What follows belongs to an exercise in optimizing a design on an open flow for small area, a short achievable clock period and few clock cycles; a production flow would make more cautious choices. Where RTL was checked, it was by simulation tests only, not by an equivalence proof against the original.

Setup of juniper:
## conv3x3_mac
module conv3x3_mac #(
   parameter bit RELU = 1'b0
) (
   input  logic         i_clk,
   input  logic         i_rstn,
   input  logic [9:0]   i_num_ci,
   input  logic         i_valid,
   output logic         o_ready,
   input  logic [143:0] i_window,
   input  logic [143:0] i_weight,
   input  logic [15:0]  i_bias,
   output logic         o_valid,
   input  logic         i_ready,
   output logic [15:0]  o_data
);
   logic       rdy_r, first_r, accept, last;
   logic [9:0] cnt;
   logic [2:0] pend;
   logic       rd, qwr;
   assign o_ready = rdy_r;
   assign accept  = i_valid & rdy_r;
   assign last    = first_r ? (i_num_ci[9:1] == 9'd0) : (cnt == 10'd1);
   logic [2:0] pend_inc, pend_acc;
   logic       rdy_if_rd, rdy_if_nrd;
   assign pend_inc   = pend + {2'b0, accept & last};
   assign pend_acc   = pend + {2'b0, accept};
   assign rdy_if_rd  = pend_acc <= 3'd4;
   assign rdy_if_nrd = pend_acc < 3'd4;
   always_ff @(posedge i_clk) begin
      if (!i_rstn) begin
         first_r <= 1'b1;
         pend    <= 3'd0;
         rdy_r   <= 1'b1;
      end else begin
         if (accept) begin
            first_r <= last;
            cnt     <= (first_r ? i_num_ci : cnt) - 10'd1;
         end
         pend  <= rd ? pend_inc - 3'd1 : pend_inc;
         rdy_r <= rd ? rdy_if_rd : rdy_if_nrd;
      end
   end
   logic [143:0] xr;
   logic [71:0] b1r, b2r, bnr, b1d, b2d, bnd;
   always_comb begin
      for (int k = 0; k < 9; k++) begin
         for (int j = 0; j < 8; j++) begin
            logic w2, w1, w0;
            w2 = i_weight[16*k+2*j+1];
            w1 = i_weight[16*k+2*j];
            w0 = (j == 0) ? 1'b0 : i_weight[16*k+2*j-1];
            b1d[8*k+j] = w1 ^ w0;
            b2d[8*k+j] = (w2 & ~w1 & ~w0) | (~w2 & w1 & w0);
            bnd[8*k+j] = w2;
         end
      end
   end
   logic [15:0]  br;
   logic [3:0] v_p, f_p, l_p;
   logic f_t, v_t, l_t;
   always_ff @(posedge i_clk) begin
      xr <= ~i_window;
      b1r <= ~b1d;
      b2r <= ~b2d;
      bnr <= bnd;
      br <= first_r ? i_bias : 16'd0;
  ...
export LEC_CHECK = 0
export ABC_AREA = 1
export CAP_MARGIN = 20
export CORE_MARGIN = 2
export CORE_UTILIZATION = 40
export CTS_CLUSTER_DIAMETER = 50
export CTS_CLUSTER_SIZE = 24
export PLACE_DENSITY = 0.5
export SETUP_SLACK_MARGIN = 4.95
export SLEW_MARGIN = 20
export SYNTH_HIERARCHICAL = 1
export SYNTH_MINIMUM_KEEP_SIZE = 0
create_clock -name core_clock -period 8.0 [get_ports {i_clk}]
standard.sh (not shown) runs the stock make flow with config.mk's settings and CLKGATE_MAP_FILE= SYNTH_SCRIPT=/design/flow/synth_recipe.tcl, a recipe that flattens the netlist after the stock synthesis.
==> flow/flow/run.sh <==
#!/bin/bash
# The standard layout (the standard.sh, standard synthesis unchanged), except:
# - the buffers every input and output port gets are plain buf_1 cells instead of the
#   delay-buffer cell buffer_ports picks by default (repair_timing still resizes them);
# - clock tree synthesis adds no dummy balancing loads.
set -euo pipefail
export BUFFER_PORTS_ARGS="-buffer_cell sky130_fd_sc_hd__buf_1"
export CTS_ARGS="-sink_clustering_enable -repair_clock_nets -sink_clustering_size 24 -sink_clustering_max_diameter 50 -dont_use_dummy_load"
bash standard.sh finish > standard.log 2>&1
Testbench counts of juniper, summed over its fixed seeds: cycles 45,039.
For pepper, these inputs were changed with respect to juniper:
- CTS_CLUSTER_SIZE changed from 24 to 30
- CTS_CLUSTER_DIAMETER changed from 50 to 60
--- a/flow/flow/run.sh
+++ b/flow/flow/run.sh
@@ -8 +8 @@
-export CTS_ARGS="-sink_clustering_enable -repair_clock_nets -sink_clustering_size 24 -sink_clustering_max_diameter 50 -dont_use_dummy_load"
+export CTS_ARGS="-sink_clustering_enable -repair_clock_nets -sink_clustering_size 30 -sink_clustering_max_diameter 60 -dont_use_dummy_load"
Findings:
In pepper, the setup slack came out 0.011 ns below the value in juniper. juniper -> pepper: total of cells resized after clock tree synthesis increased by a little under 10%. Taking juniper as the reference, in pepper relative area of non-clock buffer cells in the final design ~0 delta. Via count essentially unchanged between juniper and pepper.
### pepper -> raven
- clearing PLACE_DENSITY, which used to be 0.5
### Flow results
- Between raven and pepper, the proportion of final cell area spent on non-clock buffers figures differ only marginally.
- raven vs. pepper: final worst setup slack now sits higher, area used by multi-input combinational logic now sits higher, average detailed-routed wire length per instance now sits lower, critical path depth now sits higher.
- Post-cts resize count: raven lower than pepper
- On count of H-tree levels built during CTS, raven and pepper are basically level.
- raven: detailed-route wire length about 6% below pepper
- Taking pepper as the reference, in raven clock-buffer cell count dropped about 2%; signed area change from the synthesized netlist to the final layout higher.
#### Input delta (nickel over raven)
- swapping 40 for 50 in CORE_UTILIZATION
- putting PLACE_DENSITY at 0.6 where nothing was set
## What came out
Summary of nickel over raven: final cell utilization of the core climbed 10 points, die area dropped about 20%.
Between nickel and raven, the sequential standard cell area does not differ in any meaningful way.
Summary — global-route wire length before repair, nickel relative to raven: higher, by 0.56%.
The final reports for nickel and raven show tightest hold margin higher in the former.
Changes in yarrow relative to nickel:
- PLACE_DENSITY now 0.5, was 0.6
- CORE_UTILIZATION now 40, was 50
- SETUP_SLACK_MARGIN now 5.0, was 4.95
==> run notes <==
yarrow has completed all stages; timing, DRC and antenna checks passed.
From nickel to yarrow, number of stages on the worst hold path did not move at all.
Diff nickel -> yarrow: synthesized area now sits at about the same level, number of diodes added for antenna fixing moved up.
Via count on yarrow is down relative to nickel.

========
Setup of run A:
conv3x3_mac, a different RTL version from the one above (not shown whole).
Size in the first run: roughly 7300 cells after synthesis, ~880 flip-flops, about 0.075 mm2 of cells after synthesis.
Settings: LEC_CHECK=0, ABC_AREA=1, CAP_MARGIN=20, CORE_MARGIN=2, CORE_UTILIZATION=40, CTS_CLUSTER_DIAMETER=60, CTS_CLUSTER_SIZE=30, SETUP_SLACK_MARGIN=4.75, SLEW_MARGIN=20, SYNTH_HIERARCHICAL=1, SYNTH_MINIMUM_KEEP_SIZE=0; clock period 8.0 ns.
==> flow/flow/run.sh <==
#!/bin/bash
# The standard layout (the standard.sh, standard synthesis unchanged), except that the
# buffers every input and output port gets are plain buf_1 cells instead of the delay-buffer
# cell buffer_ports picks by default; repair_timing still resizes them where timing needs it.
set -euo pipefail
export BUFFER_PORTS_ARGS="-buffer_cell sky130_fd_sc_hd__buf_1"
bash standard.sh finish > standard.log 2>&1
For run B, these inputs were changed with respect to run A:
# run A
export LEC_CHECK = 0
export ABC_AREA = 1
export CAP_MARGIN = 20
export CORE_MARGIN = 2
export CORE_UTILIZATION = 40
export CTS_CLUSTER_DIAMETER = 60
export CTS_CLUSTER_SIZE = 30
export SETUP_SLACK_MARGIN = 4.75
export SLEW_MARGIN = 20
export SYNTH_HIERARCHICAL = 1
export SYNTH_MINIMUM_KEEP_SIZE = 0
create_clock -name core_clock -period 8.0 [get_ports {i_clk}]
# run B
export LEC_CHECK = 0
export ABC_AREA = 1
export CAP_MARGIN = 20
export CORE_MARGIN = 2
export CORE_UTILIZATION = 55
export CTS_CLUSTER_DIAMETER = 60
export CTS_CLUSTER_SIZE = 30
export PLACE_DENSITY = 0.65
export SETUP_SLACK_MARGIN = 4.6
export SLEW_MARGIN = 20
export SYNTH_HIERARCHICAL = 1
export SYNTH_MINIMUM_KEEP_SIZE = 0
create_clock -name core_clock -period 8.0 [get_ports {i_clk}]
Notes after the runs:
- Run A and run B all finish clean.
- Run B gives more total vias in the final route than run A did.
- Going from run A to run B, placer congestion estimate saw little to no change.
- The area added between synthesis and finish of run B falls short of that of run A by 6.2 points.
- Delta (run B minus run A): synthesized cell count closely matched the old numbers.
- Run B vs. run A: total non-filler cell area in the finished layout went down; routed length per instance rose about 4.5%; setup slack at placement dropped 230 ps; maximum number of pins on one net before global-route repair has remained practically unchanged; simple-gate share of the synthesized area about even.
Setup changes, run B to run C
# run B
export LEC_CHECK = 0
export ABC_AREA = 1
export CAP_MARGIN = 20
export CORE_MARGIN = 2
export CORE_UTILIZATION = 55
export CTS_CLUSTER_DIAMETER = 60
export CTS_CLUSTER_SIZE = 30
export PLACE_DENSITY = 0.65
export SETUP_SLACK_MARGIN = 4.6
export SLEW_MARGIN = 20
export SYNTH_HIERARCHICAL = 1
export SYNTH_MINIMUM_KEEP_SIZE = 0
create_clock -name core_clock -period 8.0 [get_ports {i_clk}]
# run C
export LEC_CHECK = 0
export ABC_AREA = 1
export CAP_MARGIN = 20
export CORE_MARGIN = 2
export CORE_UTILIZATION = 40
export CTS_CLUSTER_DIAMETER = 60
export CTS_CLUSTER_SIZE = 30
export SETUP_SLACK_MARGIN = 4.6
export SLEW_MARGIN = 20
export SYNTH_HIERARCHICAL = 1
export SYNTH_MINIMUM_KEEP_SIZE = 0
create_clock -name core_clock -period 8.0 [get_ports {i_clk}]
Findings:
- Run C did not stop at any stage, and its layout met the timing, design-rule and antenna checks.
- Run C contains fewer vias than run B.
- Going from run B to run C, synthesis-to-layout area growth rose 0.88 points; delay of the slowest cell on the worst path went down 210 ps; fraction of the mapped netlist area in compound gates about even; total global-route track usage decreased 13 points; wire length on met2 grew by about 0.4%.
- Cell count after placement, run C vs run B: up by a little under 10%
No functional check of the RTL was part of any run of this note.

==> what the ideal ports hide <==
How much do the figures lean on ideal ports? The routed layouts below were timed once more, with nothing changed but the port constraints. Step 1, drivers: a clkbuf_16 drives i_clk and a buf_2 each remaining input, both assumed. Step 2, shift: input delay + t, output delay - t, t = (earliest + latest rising clock arrival at the registers) / 2. This alone moves slack from input paths to output paths. Slacks: ideal / step 1 / step 2; pairs: ideal / step 1.
| run | t (ns) | setup WS [ns] | hold slack, ns |
|---|---|---|---|
| juniper | 0.866 | 4.878 / 4.878 / 4.272 | 0.293 / 0.293 / 0.293 |
| pepper | 0.840 | 4.866 / 4.866 / 4.277 | 0.286 / 0.286 / 0.286 |
| raven | 0.829 | 4.870 / 4.870 / 4.344 | 0.299 / 0.299 / 0.299 |
| nickel | 0.797 | 4.866 / 4.866 / 4.538 | 0.302 / 0.302 / 0.302 |
| yarrow | 0.836 | 4.870 / 4.870 / 4.521 | 0.293 / 0.293 / 0.293 |
| run A | 0.838 | 4.657 / 4.698 / 3.889 | 0.327 / 0.327 / 0.327 |
| run B | 0.827 | 4.494 / 4.530 / 3.707 | 0.329 / 0.329 / 0.329 |
| run C | 0.839 | 4.530 / 4.548 / 3.728 | 0.327 / 0.327 / 0.327 |
After both steps every run listed still meets setup and hold. For run C, which loses most, drivers alone change the setup slack by +0.018 ns; drivers and shift together by -0.802 ns.
